This is an optimization exercise on Yosys and OpenROAD, whose aim is small area, not a production implementation.
The RTL was checked by simulation tests, not by an equivalence proof against the original design.
The clock port is modelled as an ideal driver; clocking choices that lean on that would not hold on a real chip.
Power and IR drop assume default switching activity.

Design dpCluster, start of the top module:
module dpCluster (
    input  logic       clk,
    input  logic       rstN,
    input  logic       wbCyc,
    input  logic       wbStb,
    input  logic       wbWe,
    input  logic [3:0] wbAdr,
    input  logic [32-1:0]      wbDatW,
    output logic [32-1:0]      wbDatR,
    output logic       wbAck
);
Size in the first run: roughly 960 cells after synthesis, roughly 74 I/O pins.
Settings: LEC_CHECK=0, CAP_MARGIN=0, CORE_MARGIN=2, CORE_UTILIZATION=65, GPL_TIMING_DRIVEN=0, SLEW_MARGIN=0; clock period 10.0 ns.
standard.sh (not shown) runs the stock make flow with config.mk's settings and CLKGATE_MAP_FILE= SYNTH_SCRIPT=/design/flow/synth_recipe.tcl, a recipe that flattens the netlist after the stock synthesis.
==> flow/flow/run.sh <==
#!/bin/bash
# The standard layout with four changes: ABC maps with the area script
# in area.abc, ports are buffered with buf_1, CTS builds the tree from small
# clock buffers without dummy loads, and the resizer may not use the largest
# buffers (on top of the platform's don't-use cells).
# Everything else, the synthesis passes and the register names included, is
# the standard flow's.
set -euo pipefail
HERE=$(pwd)
F=$HERE/flow

# ORFS synthesis, with abc_args pointed at our script (the -D period stays)
sed "/^read_checkpoint /a set abc_args [lreplace \$abc_args 1 1 $F/area.abc]" \
    "$FLOW_HOME/scripts/synth.tcl" > "$HERE/my_synth.tcl"
grep -q "area.abc" "$HERE/my_synth.tcl"
sed "s#\$::env(SCRIPTS_DIR)/synth.tcl#$HERE/my_synth.tcl#" synth_recipe.tcl > "$HERE/my_synth_recipe.tcl"
grep -q "my_synth.tcl" "$HERE/my_synth_recipe.tcl"

# The platform's don't-use list, plus the largest buffers
DU=$(make -s -C "$FLOW_HOME" DESIGN_CONFIG="$FLOW_CONFIG" print-DONT_USE_CELLS | sed 's/^DONT_USE_CELLS *[:=] *//')
echo "$DU" | grep -q "sky130_fd_sc_hd__probe_p_8"
DU="$DU sky130_fd_sc_hd__buf_8 sky130_fd_sc_hd__buf_12 sky130_fd_sc_hd__buf_16 sky130_fd_sc_hd__bufbuf_8 sky130_fd_sc_hd__bufbuf_16"
echo "$DU" > "$HERE/dont_use.txt"

bash standard.sh \
    "SYNTH_SCRIPT=$HERE/my_synth_recipe.tcl" \
    "DONT_USE_CELLS=$DU" \
    "REMOVE_ABC_BUFFERS=1" \
    "POST_CTS_TCL=$F/post_cts.tcl" \
    "BUFFER_PORTS_ARGS=-buffer_cell sky130_fd_sc_hd__buf_1" \
    "CTS_ARGS=-sink_clustering_enable -repair_clock_nets -dont_use_dummy_load -buf_list {sky130_fd_sc_hd__clkbuf_4} -sink_clustering_size 10 -sink_clustering_max_diameter 40" \
    finish > "$HERE/flow.log" 2>&1
==> flow/flow/area.abc <==
strash
&get -n
&fraig -x
&put
scorr
dc2
strash
&get -n
&dch -f
&nf -R 15
&put
==> flow/flow/post_cts.tcl <==
# After CTS: downsize cells that have slack, then repair slew, capacitance and
# setup again, and legalize.
estimate_parasitics -placement
repair_timing -recover_power 100 -verbose
repair_design -slew_margin 0 -cap_margin 0 -verbose
repair_timing -setup -verbose
detailed_placement
check_placement -verbose
Rerun with:
--- a/flow/flow/run.sh
+++ b/flow/flow/run.sh
@@ -26,6 +26,4 @@
     "SYNTH_SCRIPT=$HERE/my_synth_recipe.tcl" \
     "DONT_USE_CELLS=$DU" \
-    "REMOVE_ABC_BUFFERS=1" \
-    "POST_CTS_TCL=$F/post_cts.tcl" \
     "BUFFER_PORTS_ARGS=-buffer_cell sky130_fd_sc_hd__buf_1" \
     "CTS_ARGS=-sink_clustering_enable -repair_clock_nets -dont_use_dummy_load -buf_list {sky130_fd_sc_hd__clkbuf_4} -sink_clustering_size 10 -sink_clustering_max_diameter 40" \
removed: flow/flow/post_cts.tcl
Synthesized cell count stays the same; clock skew rises by 0.0076 ns; synthesized area is unchanged; worst setup slack gets worse by 0.081 ns; global-route usage grows by 0.36 points; via count went up by 1.6%.
Rerun with:
--- a/flow/flow/run.sh
+++ b/flow/flow/run.sh
@@ -26,4 +26,5 @@
     "SYNTH_SCRIPT=$HERE/my_synth_recipe.tcl" \
     "DONT_USE_CELLS=$DU" \
+    "RECOVER_POWER=100" \
     "BUFFER_PORTS_ARGS=-buffer_cell sky130_fd_sc_hd__buf_1" \
     "CTS_ARGS=-sink_clustering_enable -repair_clock_nets -dont_use_dummy_load -buf_list {sky130_fd_sc_hd__clkbuf_4} -sink_clustering_size 10 -sink_clustering_max_diameter 40" \
Effect:
- This time the run finished but fails on max-capacitance violations, max-slew violations
- fmax hardly moves
- final cell count is unchanged
- final area fell by 0.81%
- wire length hardly moves
- combinational power fell by about 1%
- total power barely changes
- clock skew rose by 0.0045 ns
- synthesized area is unchanged
- setup slack barely changes
Rerun with:
--- a/flow/flow/run.sh
+++ b/flow/flow/run.sh
@@ -1,9 +1,15 @@
 #!/bin/bash
-# The standard layout with four changes: ABC maps with the area script
-# in area.abc, ports are buffered with buf_1, CTS builds the tree from small
-# clock buffers without dummy loads, and the resizer may not use the largest
-# buffers (on top of the platform's don't-use cells).
-# Everything else, the synthesis passes and the register names included, is
-# the standard flow's.
+# The standard layout with these changes:
+#  - ABC maps with the script in area.abc; the synthesis passes, and so the
+#    register names and cell types, are the standard synthesis's;
+#  - the floorplan removes ABC's buffers instead of sizing cells for timing
+#    on ideal wires;
+#  - ports are buffered with buf_1;
+#  - CTS builds the tree from clkbuf_4 in small clusters, without dummy loads;
+#  - the resizer may not use the largest buffers (on top of the platform's
+#    don't-use cells);
+#  - after CTS, post_cts.tcl downsizes cells that have slack, then repairs
+#    slew, capacitance and setup again.
+# Make's output goes to flow.log; each ORFS step logs to orfs/logs/.
 set -euo pipefail
 HERE=$(pwd)
@@ -26,5 +32,6 @@
     "SYNTH_SCRIPT=$HERE/my_synth_recipe.tcl" \
     "DONT_USE_CELLS=$DU" \
-    "RECOVER_POWER=100" \
+    "REMOVE_ABC_BUFFERS=1" \
+    "POST_CTS_TCL=$F/post_cts.tcl" \
     "BUFFER_PORTS_ARGS=-buffer_cell sky130_fd_sc_hd__buf_1" \
     "CTS_ARGS=-sink_clustering_enable -repair_clock_nets -dont_use_dummy_load -buf_list {sky130_fd_sc_hd__clkbuf_4} -sink_clustering_size 10 -sink_clustering_max_diameter 40" \
==> flow/flow/post_cts.tcl (new file) <==
# After CTS: downsize cells that have slack, then repair slew, capacitance and
# setup again, and legalize.
estimate_parasitics -placement
repair_timing -recover_power 100 -verbose
repair_design -slew_margin 0 -cap_margin 0 -verbose
repair_timing -setup -verbose
detailed_placement
check_placement -verbose
PLACE_DENSITY = 0.85   (was not set)
Outcome: Now the flow went through all stages and came out clean; critical path depth climbs by 1; wire length climbs by a few percent; maximum frequency drops slightly.

[afterwards: timing with drivers on the ports]
The flow's constraints put no driver on any port. The routed layouts listed below were extracted and timed again, unchanged, in two steps. Step 1 (the two cells are an assumption about what drives the block):
set clk [get_ports {clk}]
set_driving_cell -lib_cell sky130_fd_sc_hd__clkbuf_16 $clk
set_driving_cell -lib_cell sky130_fd_sc_hd__buf_2 [delete_from_list [all_inputs] $clk]
Step 2 times the ports against the registers' clock, not the clock port: input delays grow and output delays shrink by t, the midpoint of the rising clock arrivals with the driver on. Three values: ideal ports, drivers, drivers and shift; two values: the first two.
run | t, ns | slack for setup (ns) | worst setup path after step 2 | clock arrival spread, ns | pins driven straight from the clock port
the first run | 0.656 | 0.415 / 0.436 / -0.220 | input to register | 0.080 / 0.080 | 1
the second run | 0.646 | 0.334 / 0.351 / -0.296 | input to register | 0.088 / 0.087 | 1
the third run | 0.651 | 0.334 / 0.352 / -0.300 | input to register | 0.092 / 0.093 | 1
the fourth run | 0.643 | 0.210 / 0.225 / -0.419 | input to register | 0.084 / 0.083 | 1
For the first run, which loses most, drivers alone change the setup slack by +0.021 ns; drivers and shift together by -0.635 ns.
